This is an optimization exercise on Yosys and OpenROAD, whose aim is small area, a short achievable clock period and few clock cycles, not a production implementation. Where RTL was checked, it was by simulation tests only, not by an equivalence proof against the original. The RTL of run 2 was laid out without a check of its function. Power is estimated from default activity; no workload was simulated.

==> flow/run.sh <==
#!/bin/bash
# synth_recipe.tcl (not shown) runs the flow's synth.tcl, then flattens the netlist and writes it again
# the make line also repeats each setting of config.mk as NAME=value (left out here)
make -C /OpenROAD-flow-scripts/flow DESIGN_CONFIG=/design/flow/config.mk WORK_HOME=/design/flow/orfs CLKGATE_MAP_FILE= SYNTH_SCRIPT=/design/flow/synth_recipe.tcl finish
==> flow/config.mk <==
export PLATFORM = sky130hd
export DESIGN_NAME = dctq_rle_encoder
export DESIGN_NICKNAME = dctq_rle_encoder
export VERILOG_FILES = /design/flow/design.v
export SDC_FILE = /design/flow/constraint.sdc
export NUM_CORES = 4
export LEC_CHECK = 0
export CAP_MARGIN = 20
export CORE_MARGIN = 2
export CORE_UTILIZATION = 40
export SLEW_MARGIN = 20
==> flow/constraint.sdc <==
create_clock -name core_clock -period 5.5 [get_ports {clk}]
set_input_delay 1.1000 -clock core_clock [delete_from_list [all_inputs] [get_ports {clk}]]
set_output_delay 1.1000 -clock core_clock [all_outputs]
set_load 0.01 [all_outputs]
==> flow/design.v <==
package dctq_rle_pkg;
  localparam int DW_DEFAULT = 9;
  function automatic logic [5:0] zz(input logic [5:0] i);
    case (i)
      6'd0 : zz = 6'd0;
      6'd1 : zz = 6'd1;
      6'd2 : zz = 6'd8;
      6'd3 : zz = 6'd16;
      6'd4 : zz = 6'd9;
      6'd5 : zz = 6'd2;
      6'd6 : zz = 6'd3;
      6'd7 : zz = 6'd10;
      6'd8 : zz = 6'd17;
      6'd9 : zz = 6'd24;
      6'd10: zz = 6'd32;
      6'd11: zz = 6'd25;
      6'd12: zz = 6'd18;
      6'd13: zz = 6'd11;
      6'd14: zz = 6'd4;
      6'd15: zz = 6'd5;
      6'd16: zz = 6'd12;
      6'd17: zz = 6'd19;
      6'd18: zz = 6'd26;
      6'd19: zz = 6'd33;
      6'd20: zz = 6'd40;
      6'd21: zz = 6'd48;
      6'd22: zz = 6'd41;
      6'd23: zz = 6'd34;
      6'd24: zz = 6'd27;
      6'd25: zz = 6'd20;
      6'd26: zz = 6'd13;
      6'd27: zz = 6'd6;
      6'd28: zz = 6'd7;
      6'd29: zz = 6'd14;
      6'd30: zz = 6'd21;
      6'd31: zz = 6'd28;
      6'd32: zz = 6'd35;
      6'd33: zz = 6'd42;
      6'd34: zz = 6'd49;
      6'd35: zz = 6'd56;
      6'd36: zz = 6'd57;
      6'd37: zz = 6'd50;
      6'd38: zz = 6'd43;
      6'd39: zz = 6'd36;
      6'd40: zz = 6'd29;
      6'd41: zz = 6'd22;
      6'd42: zz = 6'd15;
      6'd43: zz = 6'd23;
      6'd44: zz = 6'd30;
      6'd45: zz = 6'd37;
      6'd46: zz = 6'd44;
      6'd47: zz = 6'd51;
      6'd48: zz = 6'd58;
      6'd49: zz = 6'd59;
      6'd50: zz = 6'd52;
      6'd51: zz = 6'd45;
      6'd52: zz = 6'd38;
      6'd53: zz = 6'd31;
      6'd54: zz = 6'd39;
      6'd55: zz = 6'd46;
      6'd56: zz = 6'd53;
      6'd57: zz = 6'd60;
      6'd58: zz = 6'd61;
      6'd59: zz = 6'd54;
      6'd60: zz = 6'd47;
      6'd61: zz = 6'd55;
      6'd62: zz = 6'd62;
      6'd63: zz = 6'd63;
      default: zz = 6'd0;
    endcase
  endfunction
  function automatic logic [5:0] maxr(input logic [5:0] i);
    case (i)
      6'd0 : maxr = 6'd0;
      6'd1 : maxr = 6'd1;
      6'd2 : maxr = 6'd8;
      6'd3 : maxr = 6'd16;
      6'd4 : maxr = 6'd16;
      6'd5 : maxr = 6'd16;
      6'd6 : maxr = 6'd16;
      6'd7 : maxr = 6'd16;
      6'd8 : maxr = 6'd17;
      6'd9 : maxr = 6'd24;
      6'd10: maxr = 6'd32;
      6'd11: maxr = 6'd32;
      6'd12: maxr = 6'd32;
      6'd13: maxr = 6'd32;
      6'd14: maxr = 6'd32;
      6'd15: maxr = 6'd32;
      6'd16: maxr = 6'd32;
      6'd17: maxr = 6'd32;
      6'd18: maxr = 6'd32;
      6'd19: maxr = 6'd33;
      6'd20: maxr = 6'd40;
      6'd21: maxr = 6'd48;
      6'd22: maxr = 6'd48;
      6'd23: maxr = 6'd48;
      6'd24: maxr = 6'd48;
      6'd25: maxr = 6'd48;
      6'd26: maxr = 6'd48;
      6'd27: maxr = 6'd48;
      6'd28: maxr = 6'd48;
      6'd29: maxr = 6'd48;
      6'd30: maxr = 6'd48;
      6'd31: maxr = 6'd48;
      6'd32: maxr = 6'd48;
      6'd33: maxr = 6'd48;
      6'd34: maxr = 6'd49;
      6'd35: maxr = 6'd56;
      6'd36: maxr = 6'd57;
      6'd37: maxr = 6'd57;
      6'd38: maxr = 6'd57;
      6'd39: maxr = 6'd57;
      6'd40: maxr = 6'd57;
      6'd41: maxr = 6'd57;
      6'd42: maxr = 6'd57;
      6'd43: maxr = 6'd57;
      6'd44: maxr = 6'd57;
      6'd45: maxr = 6'd57;
      6'd46: maxr = 6'd57;
      6'd47: maxr = 6'd57;
      6'd48: maxr = 6'd58;
      6'd49: maxr = 6'd59;
      6'd50: maxr = 6'd59;
      6'd51: maxr = 6'd59;
      6'd52: maxr = 6'd59;
      6'd53: maxr = 6'd59;
      6'd54: maxr = 6'd59;
      6'd55: maxr = 6'd59;
      6'd56: maxr = 6'd59;
      6'd57: maxr = 6'd60;
      6'd58: maxr = 6'd61;
      6'd59: maxr = 6'd61;
      6'd60: maxr = 6'd61;
      6'd61: maxr = 6'd61;
      6'd62: maxr = 6'd62;
      6'd63: maxr = 6'd63;
      default: maxr = 6'd0;
    endcase
  endfunction
endpackage
module dctq_pingpong_ram #(
  parameter int DW = 9
) (
  input  logic          clk,
  input  logic          wr_en,
  input  logic          wr_bank,
  input  logic [5:0]    wr_addr,    
  input  logic [DW-1:0] wr_dat,
  input  logic          rd_bank,
  input  logic [63:0]   rd_sel,     
  output logic [63:0]   rd_nz,      
  output logic [DW-1:0] rd_dat
);
  logic [DW-1:0] m0 [64];
  logic [DW-1:0] m1 [64];
  logic [63:0]   hit;
  for (genvar p = 0; p < 64; p++) begin : g_ent
    assign hit[p] = (wr_addr == dctq_rle_pkg::zz(6'(p)));
    always_ff @(posedge clk) begin
      if (wr_en && hit[p] && !wr_bank) m0[p] <= wr_dat;
    end
    always_ff @(posedge clk) begin
      if (wr_en && hit[p] && wr_bank) m1[p] <= wr_dat;
    end
    assign rd_nz[p] = rd_bank ? (|m1[p]) : (|m0[p]);
  end
  always_comb begin
    rd_dat = '0;
    for (int p = 0; p < 64; p++) begin
      rd_dat = rd_dat | ({DW{rd_sel[p] & ~rd_bank}} & m0[p]) | ({DW{rd_sel[p] & rd_bank}} & m1[p]);
    end
  end
endmodule
module dctq_rle_encoder #(
  parameter int DW = dctq_rle_pkg::DW_DEFAULT
) (
  input  logic          clk,
  input  logic          reset_n,
  input  logic [DW-1:0] dctq,
  input  logic          dctq_valid,
  input  logic [5:0]    addr,
  output logic          hold,
  output logic          rle_valid,
  output logic [5:0]    rle_run,
  output logic [DW-1:0] rle_level,
  output logic          rle_last,
  input  logic          rle_ready,
  output logic          overrun
);
  logic          wb_q, wb_d;
  logic [5:0]    wcnt_q, wcnt_d;
  logic          inord_q, inord_d;    
  logic [1:0]    full_q, full_d, full_set, full_clr;
  logic          hold_q, hold_d;
  logic          overrun_q, overrun_d;
  logic          wr_en;
  logic          rb_q, rb_d;
  logic [6:0]    st_q, st_d;
  logic          eobw_q, eobw_d;      
  logic          rle_valid_q, rle_valid_d;
  logic [5:0]    rle_run_q, rle_run_d;
  logic [DW-1:0] rle_level_q, rle_level_d;
  logic          rle_last_q, rle_last_d;
  logic [63:0]   nz, avail, cand, first;
  logic [63:0]   below;
  logic [5:0]    pidx;
  logic          found;
  logic [DW-1:0] coef;
  dctq_pingpong_ram #(.DW(DW)) u_ram (
    .clk     (clk),
    .wr_en   (wr_en),
    .wr_bank (wb_q),
    .wr_addr (addr),
    .wr_dat  (dctq),
    .rd_bank (rb_q),
    .rd_sel  (first),
    .rd_nz   (nz),
    .rd_dat  (coef)
  );
  always_comb begin
    wr_en     = dctq_valid & ~hold_q;
    wb_d      = wb_q;
    wcnt_d    = wcnt_q;
    inord_d   = inord_q;
    full_set  = 2'b00;
    overrun_d = overrun_q | (dctq_valid & hold_q);
    if (wr_en) begin
      if (wcnt_q == 6'd63) begin
        full_set[wb_q] = 1'b1;
        wb_d           = ~wb_q;
        wcnt_d         = 6'd0;
        inord_d        = 1'b1;
      end else begin
        wcnt_d  = wcnt_q + 6'd1;
        inord_d = inord_q & (addr == wcnt_q);
      end
    end
    full_d = (full_q | full_set) & ~full_clr;
    hold_d = full_d[wb_d];
  end
  always_comb begin
    for (int p = 0; p < 64; p++) begin
      avail[p] = full_q[rb_q] | (inord_q & (wcnt_q > dctq_rle_pkg::maxr(6'(p))));
      cand[p]  = avail[p] & (st_q <= 7'(p)) & ((p == 0) | nz[p]);
    end
    below[0] = 1'b0;
    for (int p = 1; p < 64; p++) begin
      below[p] = below[p-1] | cand[p-1];
    end
    first = cand & ~below;
    found = |cand;
    pidx  = '0;
    for (int p = 0; p < 64; p++) begin
      pidx = pidx | ({6{first[p]}} & 6'(p));
    end
  end
  always_comb begin
    rb_d        = rb_q;
    st_d        = st_q;
    eobw_d      = eobw_q;
    full_clr    = 2'b00;
    rle_valid_d = rle_valid_q & ~rle_ready;
    rle_run_d   = rle_run_q;
    rle_level_d = rle_level_q;
    rle_last_d  = rle_last_q;
    if (eobw_q) begin
      if (rle_ready) begin
        full_clr[rb_q] = 1'b1;
        rb_d           = ~rb_q;
        st_d           = 7'd0;
        eobw_d         = 1'b0;
      end
    end else if (!rle_valid_q || rle_ready) begin
      if (found) begin
        rle_valid_d = 1'b1;
        rle_run_d   = pidx - st_q[5:0];
        rle_level_d = coef;
        rle_last_d  = 1'b0;
        st_d        = {1'b0, pidx} + 7'd1;
      end else if (full_q[rb_q]) begin
        rle_valid_d = 1'b1;
        rle_run_d   = 6'd0;
        rle_level_d = '0;
        rle_last_d  = 1'b1;
        eobw_d      = 1'b1;
      end
    end
  end
  always_ff @(posedge clk) begin
    if (!reset_n) begin
      wb_q        <= 1'b0;
      wcnt_q      <= 6'd0;
      inord_q     <= 1'b1;
      full_q      <= 2'b00;
      hold_q      <= 1'b0;
      overrun_q   <= 1'b0;
      rb_q        <= 1'b0;
      st_q        <= 7'd0;
      eobw_q      <= 1'b0;
      rle_valid_q <= 1'b0;
      rle_run_q   <= 6'd0;
      rle_level_q <= '0;
      rle_last_q  <= 1'b0;
    end else begin
      wb_q        <= wb_d;
      wcnt_q      <= wcnt_d;
      inord_q     <= inord_d;
      full_q      <= full_d;
      hold_q      <= hold_d;
      overrun_q   <= overrun_d;
      rb_q        <= rb_d;
      st_q        <= st_d;
      eobw_q      <= eobw_d;
      rle_valid_q <= rle_valid_d;
      rle_run_q   <= rle_run_d;
      rle_level_q <= rle_level_d;
      rle_last_q  <= rle_last_d;
    end
  end
  assign hold      = hold_q;
  assign overrun   = overrun_q;
  assign rle_valid = rle_valid_q;
  assign rle_run   = rle_run_q;
  assign rle_level = rle_level_q;
  assign rle_last  = rle_last_q;
endmodule
==> results of run 1 <==
==> worst paths after layout <==
| check | endpoint | cells past startpoint | slack [ns] |
|---|---|---|---|
| setup / recovery | rle_level_q[4] | 19 | -0.11 |
| hold / removal | rle_last_q | 2 | 0.45 |
| setup reg to reg | rle_level_q[4] | 19 | -0.11 |
| hold reg to reg | rle_last_q | 2 | 0.45 |
==> worst max-delay path, cell delays in order (launching register included) <==
cell	delay [ns]
dfxtp_1	0.41
buf_4	0.21
or2_2	0.33
a221oi_2	0.47
buf_4	0.21
and4_1	0.19
a2111o_1	0.18
a2111o_1	0.24
or4_4	0.20
buf_12	0.12
buf_4	0.21
buf_4	0.16
nor4_1	0.08
buf_4	0.18
a211oi_1	0.67
nand4_1	0.25
buf_4	0.24
nor4_1	0.59
and4_1	0.39
a311oi_1	0.12
==> per-stage QoR <==
step / instance area [µm²] / power, µW / instances / setup WS (ns) / setup TNS, ns
after floorplan: 51700 / 10500 / 3813 / 0.231 / 0
after global placement: 60600 / 11300 / 6171 / -0.701 / -2.71
after detailed placement: 60700 / 11300 / 6173 / -0.702 / -2.32
after CTS: 65200 / 20400 / 6414 / -0.0287 / -0.0287
after global routing: 65600 / 20800 / 6430 / -0.0362 / -0.0362
final: 65700 / 20600 / 6452 / -0.109 / -0.285
==> power by group through the flow <==
stage / clock, µW / sequential [µW] / combinational [µW]
2_1_floorplan: 0 / 10200 / 304
6_report: 9330 / 10000 / 1230
3_3_place_gp: 0 / 10200 / 1150
5_1_grt: 9640 / 9990 / 1210
3_5_place_dp: 0 / 10200 / 1140
4_1_cts: 9300 / 9990 / 1150
==> state kept, by name, summed over array words and instances, names as in the netlist, 2 cells and up <==
register / flops
wcnt_q: 6
full_q: 2
rle_level_q: 9
rle_run_q: 6
u_ram.m0: 576
u_ram.m1: 576
st_q: 7
==> routing by layer <==
metal  global-route usage [%]  up-vias  part of all wire [%]
met1                     64.3    23900                    37
met2                     63.6     4738                    38
met5                    0.763        -                  0.12
met4                     27.6       40                   7.1
met3                     25.5      930                    17
li1                         -    17500                     -
==> cell families after synthesis <==
| kind of cell | share of synthesized area [%] |
|---|---|
| adder cells (fa/ha/maj) | 0.305 |
| AND/OR/NAND/NOR | 14.7 |
| multiplexers | 2.11 |
| AO/OA/AOI/OAI | 12.4 |
| buffers and inverters | 1.84 |
| XOR/XNOR | 0.271 |
| flip-flops | 68.4 |
==> cell usage after synthesis (9+ instances only) <==
| cell type | number |
|---|---|
| buf_1 | 21 |
| a21oi_1 | 151 |
| nor4_1 | 217 |
| nor3_1 | 74 |
| a32o_1 | 14 |
| nand2_1 | 213 |
| or3_1 | 22 |
| o21a_1 | 10 |
| a22oi_1 | 111 |
| inv_1 | 29 |
| nor4b_1 | 64 |
| a221oi_1 | 109 |
| buf_2 | 38 |
| and2_1 | 21 |
| a211oi_1 | 18 |
| o21ai_0 | 49 |
| edfxtp_1 | 1152 |
| a222oi_1 | 46 |
| dfxtp_1 | 38 |
| or4_1 | 50 |
| o31ai_1 | 9 |
| a21o_1 | 26 |
| a31o_2 | 10 |
| mux2i_1 | 27 |
| clkbuf_1 | 145 |
| nand2b_1 | 11 |
| nand4_1 | 64 |
| a221o_1 | 49 |
| a31oi_1 | 52 |
| or2_2 | 10 |
| nor3b_1 | 9 |
| o22ai_1 | 14 |
| mux2_2 | 73 |
| o211ai_1 | 11 |
| nor2b_1 | 14 |
| nor2_1 | 335 |
| ha_1 | 11 |
| a32oi_1 | 28 |
| and4_1 | 18 |
| o2111ai_1 | 14 |
| a22o_1 | 25 |
| a2111oi_0 | 11 |
| and3_1 | 50 |
| nand3_1 | 206 |
==> layout make-up <==
cell class,count,area [µm²]
antenna,27,67.6
clock buffer,148,3380
clock inverter,93,1120
fill,11100,62200
inverter,30,115
multi-input combinational,2386,15900
sequential,1190,35400
tap,1662,2080
timing repair buffer,916,7650
==> timing repair <==
| action | in CTS | in global routing |
|---|---|---|
| gates resized for setup | 15 | 50 |
| pin swaps | 2 | 13 |
| setup endpoints to repair | 10 | 12 |
| setup buffers | 0 | 8 |
| cloned | 0 | 1 |
==> flow_summary.json, run 1 <==
{
  "status": "failed layout checks",
  "so_faults": "negative setup slack",
  "regToRegStartpoint": "st_q[2]",
  "grt_start_max_net_pins": 97,
  "p_clk_share_pct": 45.4,
  "ys_ff_latch": 1190,
  "final_cell_mix": "edfxtp_1, buf_4, nor2_1",
  "postSynthAreaPerCell_um2": 13.6,
  "clockBufferDepth": 3,
  "drt-total-wl_mm": 329,
  "synth_top_area_share_pct": 66.9,
  "routedWlPerCell_um": 50.9,
  "clock_latency_ns": 0.81,
  "endpoint_kind": "flop",
  "synth_edf_count": 1152,
  "yosys.area.top_type": "edfxtp_1",
  "postCtsHoldBufs": 0,
  "nets": 4687,
  "max_freq_mhz": 178,
  "arrival_ns": 6.27,
  "power_density_nw_per_um2": 313,
  "min_period_ns": 5.61,
  "worst_pin_slew_ns": 1.33,
  "num_vias": 47100,
  "power_leakage_uw": 0.0224,
  "initial_core_util_pct": 40.4,
  "final_max_slew_viol_count": 0,
  "yosysWarnings": 4,
  "setup_violations": 4,
  "sw_frac_of_total_pct": 24.0,
  "async_reset_ff_share_pct": 0,
  "grt_pass1_vias": 42100,
  "area_growth_pct": 27.0,
  "hp-start": "rle_last_q",
  "slew_headroom_pct": 10.4,
  "cts_inserted_buffers": 132,
  "core_region_area_um2": 128000,
  "p_seq_share_pct": 48.6,
  "min_period_over_period_pct": 102,
  "seq_area_frac_synth_pct": 68.4,
  "critPathLaunch": "st_q[2]",
  "fp.dieW_um": 364,
  "synth.distinct_cells": 92,
  "crit_path_start_kind": "flop",
  "final.setup.worst_slack_ns": -0.109,
  "gr-total-overflow": 0,
  "cp_max_fo": 10,
  "final_common_cell": "edfxtp_1",
  "drive_gt1_share_pct": 27.0,
  "die_y_um": 364,
  "drtPass1Iterations": 7,
  "hold_class": "flop to flop",
  "fin_skew_ns": 0.0444,
  "path_class": "flop to flop",
  "route.detailed.drc": 0,
  "io_pins": 38,
  "drt_iter0_drc": 10500,
  "syn_inst": 3813,
  "cap_violations": 0,
  "worstPathRequired_ns": 6.16,
  "intPower_uw": 15600,
  "rows": 131,
  "fp.dieArea_um2": 132000,
  "cts-root-buf": "clkbuf_16",
  "cts_tree": "done",
  "utilization_pct": 51.4,
  "ant_nets": 0,
  "grt_first_pass_wirelength_mm": 419,
  "yosys-top-cells-area": "edfxtp_1, nor4_1, nor2_1, nand3_1, a221oi_1",
  "hold_viol": 0,
  "grt_usage_pct": 48.9,
  "clkTransAtPathRegs_ns": 0.06,
  "cts_htree_levels": 4,
  "pwr-share-comb_pct": 6.0,
  "numClockSinks": 1190,
  "port_buffers": 37,
  "ir_drop_v": 0.000322,
  "hold_slack_ns": 0.452,
  "via_per_inst": 7.30,
  "switchingPower_uw": 4930,
  "dpl.hpwl_mm": 255,
  "antenna_found_initial": 53,
  "synth_area_um2": 51700,
  "synth_nets": 3844,
  "gp_congestion": 1.13,
  "rsz0062_at_grt": "true",
  "synth_ff_type": "edfxtp_1"
}
Testbench counts, summed over its fixed seeds: cycles 20,813.
==> run 2, diff against run 1 <==
--- a/flow/design.v
+++ b/flow/design.v
@@ -147,9 +147,10 @@
   input  logic          wr_bank,
   input  logic [5:0]    wr_addr,    
   input  logic [DW-1:0] wr_dat,
-  input  logic          rd_bank,
-  input  logic [63:0]   rd_sel,     
-  output logic [63:0]   rd_nz,      
+  output logic [63:0]   nz0,        
+  output logic [63:0]   nz1,        
+  input  logic [63:0]   rd_sel0,    
+  input  logic [63:0]   rd_sel1,    
   output logic [DW-1:0] rd_dat
 );
   logic [DW-1:0] m0 [64];
@@ -163,12 +164,13 @@
     always_ff @(posedge clk) begin
       if (wr_en && hit[p] && wr_bank) m1[p] <= wr_dat;
     end
-    assign rd_nz[p] = rd_bank ? (|m1[p]) : (|m0[p]);
+    assign nz0[p] = |m0[p];
+    assign nz1[p] = |m1[p];
   end
   always_comb begin
     rd_dat = '0;
     for (int p = 0; p < 64; p++) begin
-      rd_dat = rd_dat | ({DW{rd_sel[p] & ~rd_bank}} & m0[p]) | ({DW{rd_sel[p] & rd_bank}} & m1[p]);
+      rd_dat = rd_dat | ({DW{rd_sel0[p]}} & m0[p]) | ({DW{rd_sel1[p]}} & m1[p]);
     end
   end
 endmodule
@@ -194,18 +196,27 @@
   logic [1:0]    full_q, full_d, full_set, full_clr;
   logic          hold_q, hold_d;
   logic          overrun_q, overrun_d;
-  logic          wr_en;
+  logic          wr_en, wr_tok, wr_done;
+  logic [6:0]    owe_q [2];           
+  logic [6:0]    owe_d [2];
   logic          rb_q, rb_d;
-  logic [6:0]    st_q, st_d;
+  logic [7:0]    g_q, g_d;            
+  logic [7:0]    rem_q, rem_d;        
+  logic          sdone_q, sdone_d;    
   logic          eobw_q, eobw_d;      
+  logic          t_v_q, t_v_d;
+  logic [7:0]    t_g_q, t_g_d;
+  logic [7:0]    t_i_q, t_i_d;
+  logic [6:0]    st_q, st_d;          
   logic          rle_valid_q, rle_valid_d;
   logic [5:0]    rle_run_q, rle_run_d;
   logic [DW-1:0] rle_level_q, rle_level_d;
   logic          rle_last_q, rle_last_d;
-  logic [63:0]   nz, avail, cand, first;
-  logic [63:0]   below;
-  logic [5:0]    pidx;
-  logic          found;
+  logic [63:0]   nz0, nz1, avail, sel0, sel1;
+  logic [7:0]    c8, cand, first;
+  logic          found, gavail, more, adv;
+  logic          out_free, t_load, eob_load, t_move;
+  logic [5:0]    t_p;
   logic [DW-1:0] coef;
   dctq_pingpong_ram #(.DW(DW)) u_ram (
     .clk     (clk),
@@ -213,13 +224,16 @@
     .wr_bank (wb_q),
     .wr_addr (addr),
     .wr_dat  (dctq),
-    .rd_bank (rb_q),
-    .rd_sel  (first),
-    .rd_nz   (nz),
+    .nz0     (nz0),
+    .nz1     (nz1),
+    .rd_sel0 (sel0),
+    .rd_sel1 (sel1),
     .rd_dat  (coef)
   );
   always_comb begin
     wr_en     = dctq_valid & ~hold_q;
+    wr_tok    = wr_en & ((addr == 6'd0) | (|dctq));
+    wr_done   = wr_en & (wcnt_q == 6'd63);
     wb_d      = wb_q;
     wcnt_d    = wcnt_q;
     inord_d   = inord_q;
@@ -242,50 +256,97 @@
   always_comb begin
     for (int p = 0; p < 64; p++) begin
       avail[p] = full_q[rb_q] | (inord_q & (wcnt_q > dctq_rle_pkg::maxr(6'(p))));
-      cand[p]  = avail[p] & (st_q <= 7'(p)) & ((p == 0) | nz[p]);
     end
-    below[0] = 1'b0;
-    for (int p = 1; p < 64; p++) begin
-      below[p] = below[p-1] | cand[p-1];
+  end
+  always_comb begin
+    c8     = '0;
+    gavail = 1'b0;
+    for (int j = 0; j < 8; j++) begin
+      for (int i = 0; i < 8; i++) begin
+        c8[i] = c8[i] | (g_q[j] & avail[8*j+i] &
+                         ((8*j+i == 0) | (rb_q ? nz1[8*j+i] : nz0[8*j+i])));
+      end
+      gavail = gavail | (g_q[j] & avail[8*j+7]);
     end
-    first = cand & ~below;
+    cand  = c8 & rem_q;
+    first = cand & ~(cand - 8'd1);
     found = |cand;
-    pidx  = '0;
-    for (int p = 0; p < 64; p++) begin
-      pidx = pidx | ({6{first[p]}} & 6'(p));
+    more  = |(cand & ~first);
+    adv   = gavail & ~more & ~sdone_q;
+  end
+  always_comb begin
+    for (int j = 0; j < 8; j++) begin
+      for (int i = 0; i < 8; i++) begin
+        sel0[8*j+i] = t_g_q[j] & t_i_q[i] & ~rb_q;
+        sel1[8*j+i] = t_g_q[j] & t_i_q[i] & rb_q;
+      end
     end
+    t_p = '0;
+    for (int j = 0; j < 8; j++) if (t_g_q[j]) t_p[5:3] = t_p[5:3] | 3'(j);
+    for (int i = 0; i < 8; i++) if (t_i_q[i]) t_p[2:0] = t_p[2:0] | 3'(i);
   end
   always_comb begin
+    out_free = ~rle_valid_q | rle_ready;
+    t_load   = t_v_q & out_free;
+    eob_load = out_free & ~t_v_q & ~eobw_q &
+               ((full_q[rb_q] & ((owe_q[rb_q] == 7'd0) | sdone_q)) |
+                (~full_q[rb_q] & wr_done & ~wr_tok & (owe_q[rb_q] == 7'd0)));
+    t_move   = ~t_v_q | t_load;
     rb_d        = rb_q;
-    st_d        = st_q;
+    g_d         = g_q;
+    rem_d       = rem_q;
+    sdone_d     = sdone_q;
     eobw_d      = eobw_q;
+    t_v_d       = t_v_q & ~t_load;
+    t_g_d       = t_g_q;
+    t_i_d       = t_i_q;
+    st_d        = st_q;
     full_clr    = 2'b00;
     rle_valid_d = rle_valid_q & ~rle_ready;
     rle_run_d   = rle_run_q;
     rle_level_d = rle_level_q;
     rle_last_d  = rle_last_q;
-    if (eobw_q) begin
-      if (rle_ready) begin
-        full_clr[rb_q] = 1'b1;
-        rb_d           = ~rb_q;
-        st_d           = 7'd0;
-        eobw_d         = 1'b0;
+    for (int b = 0; b < 2; b++) begin
+      owe_d[b] = owe_q[b];
+      if (wr_tok && wb_q == 1'(b)) owe_d[b] = owe_d[b] + 7'd1;
+      if (t_load && rb_q == 1'(b)) owe_d[b] = owe_d[b] - 7'd1;
+    end
+    if (!eobw_q && t_move) begin
+      if (found && !sdone_q) begin
+        t_v_d = 1'b1;
+        t_g_d = g_q;
+        t_i_d = first;
+        rem_d = rem_q & ~first;
       end
-    end else if (!rle_valid_q || rle_ready) begin
-      if (found) begin
-        rle_valid_d = 1'b1;
-        rle_run_d   = pidx - st_q[5:0];
-        rle_level_d = coef;
-        rle_last_d  = 1'b0;
-        st_d        = {1'b0, pidx} + 7'd1;
-      end else if (full_q[rb_q]) begin
-        rle_valid_d = 1'b1;
-        rle_run_d   = 6'd0;
-        rle_level_d = '0;
-        rle_last_d  = 1'b1;
-        eobw_d      = 1'b1;
+      if (adv) begin
+        g_d   = {g_q[6:0], 1'b0};
+        rem_d = 8'hFF;
+        if (g_q[7]) sdone_d = 1'b1;
       end
     end
+    if (t_load) begin
+      rle_valid_d = 1'b1;
+      rle_run_d   = t_p - st_q[5:0];
+      rle_level_d = coef;
+      rle_last_d  = 1'b0;
+      st_d        = {1'b0, t_p} + 7'd1;
+    end else if (eob_load) begin
+      rle_valid_d = 1'b1;
+      rle_run_d   = 6'd0;
+      rle_level_d = '0;
+      rle_last_d  = 1'b1;
+      eobw_d      = 1'b1;
+    end
+    if (eobw_q && rle_ready) begin
+      full_clr[rb_q] = 1'b1;
+      owe_d[rb_q]    = 7'd0;
+      rb_d           = ~rb_q;
+      g_d            = 8'd1;
+      rem_d          = 8'hFF;
+      sdone_d        = 1'b0;
+      st_d           = 7'd0;
+      eobw_d         = 1'b0;
+    end
   end
   always_ff @(posedge clk) begin
     if (!reset_n) begin
@@ -295,9 +356,17 @@
       full_q      <= 2'b00;
       hold_q      <= 1'b0;
       overrun_q   <= 1'b0;
+      owe_q[0]    <= 7'd0;
+      owe_q[1]    <= 7'd0;
       rb_q        <= 1'b0;
-      st_q        <= 7'd0;
+      g_q         <= 8'd1;
+      rem_q       <= 8'hFF;
+      sdone_q     <= 1'b0;
       eobw_q      <= 1'b0;
+      t_v_q       <= 1'b0;
+      t_g_q       <= 8'd0;
+      t_i_q       <= 8'd0;
+      st_q        <= 7'd0;
       rle_valid_q <= 1'b0;
       rle_run_q   <= 6'd0;
       rle_level_q <= '0;
@@ -309,9 +378,17 @@
       full_q      <= full_d;
       hold_q      <= hold_d;
       overrun_q   <= overrun_d;
+      owe_q[0]    <= owe_d[0];
+      owe_q[1]    <= owe_d[1];
       rb_q        <= rb_d;
-      st_q        <= st_d;
+      g_q         <= g_d;
+      rem_q       <= rem_d;
+      sdone_q     <= sdone_d;
       eobw_q      <= eobw_d;
+      t_v_q       <= t_v_d;
+      t_g_q       <= t_g_d;
+      t_i_q       <= t_i_d;
+      st_q        <= st_d;
       rle_valid_q <= rle_valid_d;
       rle_run_q   <= rle_run_d;
       rle_level_q <= rle_level_d;
--- a/flow/config.mk
+++ b/flow/config.mk
@@ -8,4 +8,5 @@
 export CAP_MARGIN = 20
 export CORE_MARGIN = 2
 export CORE_UTILIZATION = 40
+export SETUP_SLACK_MARGIN = 2.5
 export SLEW_MARGIN = 20
==> run 2 against run 1 <==
Net effect: the run now finishes clean; sequential power grew 4%; largest cell class unchanged; worst hold slack lost 0.0028 ns; first-iteration DRC count grew 9.9%; critical endpoint is now t_i_q[2]; critical path type unchanged; combinational power shrank 45%.
==> flow_summary.json, run 2 <==
{
  "area_growth_pct": 24.6,
  "drt-total-wl_mm": 384,
  "pre_cts_slack_ns": 0.819,
  "grt_pass1_vias": 41200,
  "ys_top_cells_by_count": "edfxtp_1, nor2_1, a22oi_1, nor4_1, nand3_1",
  "synth.distinct_cells": 79,
  "final_cell_mix": "edfxtp_1, buf_4, nor2_1",
  "dpl.hpwl_mm": 287,
  "final_common_cell": "edfxtp_1",
  "clkTransAtPathRegs_ns": 0.07,
  "slew_headroom_pct": 12.2,
  "tns_ns": 0,
  "postCtsHoldBufs": 0,
  "regToRegStartpoint": "rb_q",
  "status": "no timing/DRC/antenna violations",
  "port_buffers": 37,
  "power_leakage_uw": 0.0204,
  "path_class": "flop to flop",
  "cts_inserted_buffers": 138,
  "nets": 4079,
  "drt_iter0_drc": 11600,
  "r2r_slack_ns": 1.46,
  "worst_pin_slew_ns": 1.32,
  "rows": 131,
  "hold_class": "flop to flop",
  "synth_nets": 3692,
  "synth_edf_count": 1152,
  "postSynthAreaPerCell_um2": 14.0,
  "setup_violations": 0,
  "fin_area_um2": 63800,
  "seq_area_frac_synth_pct": 70.9,
  "min_period_ns": 4.04,
  "clock_latency_ns": 0.85,
  "final_max_slew_viol_count": 0,
  "grt_start_max_net_pins": 92,
  "yosysMostFrequentCell": "edfxtp_1",
  "hold_path_end": "st_q[3]",
  "cts_htree_levels": 4,
  "dpl_cell_area_um2": 55600,
  "final_cells": 5882,
  "synth_area_um2": 51200,
  "max_freq_mhz": 248,
  "grt_usage_pct": 57.3,
  "timing.rr.end": "t_i_q[2]",
  "reg_top3": "u_ram.m0: 576 flops, u_ram.m1: 576 flops, owe_q: 14 flops",
  "worstPathRequired_ns": 6.23,
  "crit_path_start_kind": "flop",
  "endpoint_kind": "flop",
  "yosys-top-cells-area": "edfxtp_1, a22oi_1, dfxtp_1, nor2_1, nor4_1",
  "hp-start": "st_q[3]",
  "drtPass1Iterations": 13,
  "cts-root-buf": "clkbuf_16",
  "min_delay_path_depth": 2,
  "clockBufferDepth": 3,
  "gr-total-overflow": 0,
  "yosysWarnings": 6,
  "min_period_over_period_pct": 73.4,
  "routedWlPerCell_um": 65.3,
  "final.setup.worst_slack_ns": 1.46,
  "fp.dieArea_um2": 131000,
  "synth_ff_type": "edfxtp_1",
  "route.detailed.drc": 0,
  "syn_inst": 3657,
  "initial_core_util_pct": 40.2,
  "async_reset_ff_share_pct": 0,
  "io_pins": 38,
  "ant_nets": 0,
  "num_vias": 48600,
  "fillerInstances": 10900,
  "drive_gt1_share_pct": 26.4,
  "power_density_nw_per_um2": 324,
  "utilization_pct": 50.1,
  "yosys.area.top_type": "edfxtp_1",
  "cap_violations": 0,
  "ys_ff_latch": 1237,
  "cp_max_fo": 10,
  "grt_first_pass_wirelength_mm": 471,
  "via_per_inst": 8.26,
  "ir_drop_v": 0.000330,
  "fin_skew_ns": 0.0374,
  "arrival_ns": 4.77,
  "fp.dieW_um": 362,
  "synth_top_area_share_pct": 67.6,
  "numClockSinks": 1237,
  "antenna_found_initial": 94,
  "dpl.cell_count": 5443,
  "cts_tree": "done",
  "rsz0062_at_grt": "true",
  "gp_congestion": 1.25,
  "worstRegToRegCells": 15,
  "core_region_area_um2": 127000,
  "die_y_um": 362,
  "hold_viol": 0
}
==> run 2: power breakdown <==
part	leakage [µW]	switching, µW	internal [µW]
Sequential	0.0111	70.2	10300
Clock	0.00218	4170	5410
Combinational	0.00715	532	140
Total	0.0204	4770	15900
==> run 2: critical path: stages, from the launching register on <==
cell and delay [ns]:
dfxtp_4 0.39, buf_4 0.15, buf_8 0.14, buf_16 0.15
buf_6 0.13, nor4_1 0.51, nand3_1 0.22, nand3_1 0.30
o21ai_0 0.26, o41ai_4 0.43, nand3_2 0.18, o41ai_4 0.43
buf_4 0.20, buf_6 0.15, nand2_1 0.08, a21oi_1 0.22
==> run 2: worst max-delay path by stage <==
stage,start,to,slack [ns]
3_3_place_gp,rb_q,g_q[6],0.56
3_5_place_dp,rb_q,g_q[3],0.82
2_1_floorplan,addr[0],owe_q[0][6],1.90
5_1_grt,wcnt_q[2],t_i_q[2],1.55
6_report,rb_q,t_i_q[2],1.46
4_1_cts,rb_q,t_g_q[1],1.68
==> run 2: kinds of logic after synthesis <==
group                    Yosys count  synth area share [%]
multiplexers                      73                  1.48
AO/OA/AOI/OAI                    738                  11.1
XOR/XNOR                          32                 0.547
flip-flops                      1237                  70.9
AND/OR/NAND/NOR                 1315                  13.6
buffers and inverters            244                  1.93
adder cells (fa/ha/maj)           18                 0.445
==> run 2: metal layers <==
metal	part of all wire, %	GRT usage (%)	vias to the layer above
li1	-	-	15800
met1	31	60.8	24000
met2	37	72.4	6526
met3	19	40.7	2203
met4	13	53.4	78
met5	0.61	10.6	-
==> run 2: stage by stage <==
stage | power, µW | hold WS, ns
detailed placement | 11100 | 0.443
global route | 20900 | 0.492
global placement | 11100 | 0.443
CTS | 20400 | 0.451
finish | 20600 | 0.449
floorplan | 10700 | 0.432
==> run 2: layout make-up <==
class / instances / area [µm²] / share of cell area, %
Sequential cell: 1237 / 36300 / 57.0
Timing Repair Buffer: 468 / 4340 / 6.81
Multi-Input combinational cell: 2177 / 16300 / 25.5
Clock buffer: 167 / 3600 / 5.65
Clock inverter: 82 / 893 / 1.40
Tap cell: 1662 / 2080 / 3.26
Inverter: 22 / 82.6 / 0.129
Antenna cell: 67 / 168 / 0.263
==> run 2: repair_timing <==
| action | 4_1_cts | 5_1_grt |
|---|---|---|
| setup buffers | 62 | 43 |
| gates resized for setup | 364 | 194 |
| endpoints found under the setup margin | 726 | 420 |
| gates cloned | 9 | 5 |
| pin swaps | 63 | 89 |

==> what the ideal ports hide <==
How much do the figures lean on ideal ports? The routed layouts below were timed once more, with nothing changed but the port constraints.
Step 1 sets driving cells, clkbuf_16 on the clock port and buf_2 on the other inputs (assumed; they add their load-dependent delay and slew).
Step 2 adds t to the input delays and takes it off the output delays; t is the mean of the earliest and latest rising clock arrival at the registers after step 1. Input paths then give back, and output paths get back, about the clock's delay inside the block.
Slacks: no drivers / after step 1 / after step 2; pairs: no drivers / after step 1.
| run | shift t [ns] | setup slack, ns | hold slack, ns | worst slew at a driven data input, ns | cell pins on the clock port's net |
|---|---|---|---|---|---|
| run 1 | 0.883 | -0.109 / -0.109 / -0.109 | 0.452 / 0.452 / 0.452 | 0.04 | 1 |
| run 2 | 0.911 | 1.463 / 1.463 / 1.463 | 0.449 / 0.449 / 0.449 | 0.04 | 1 |
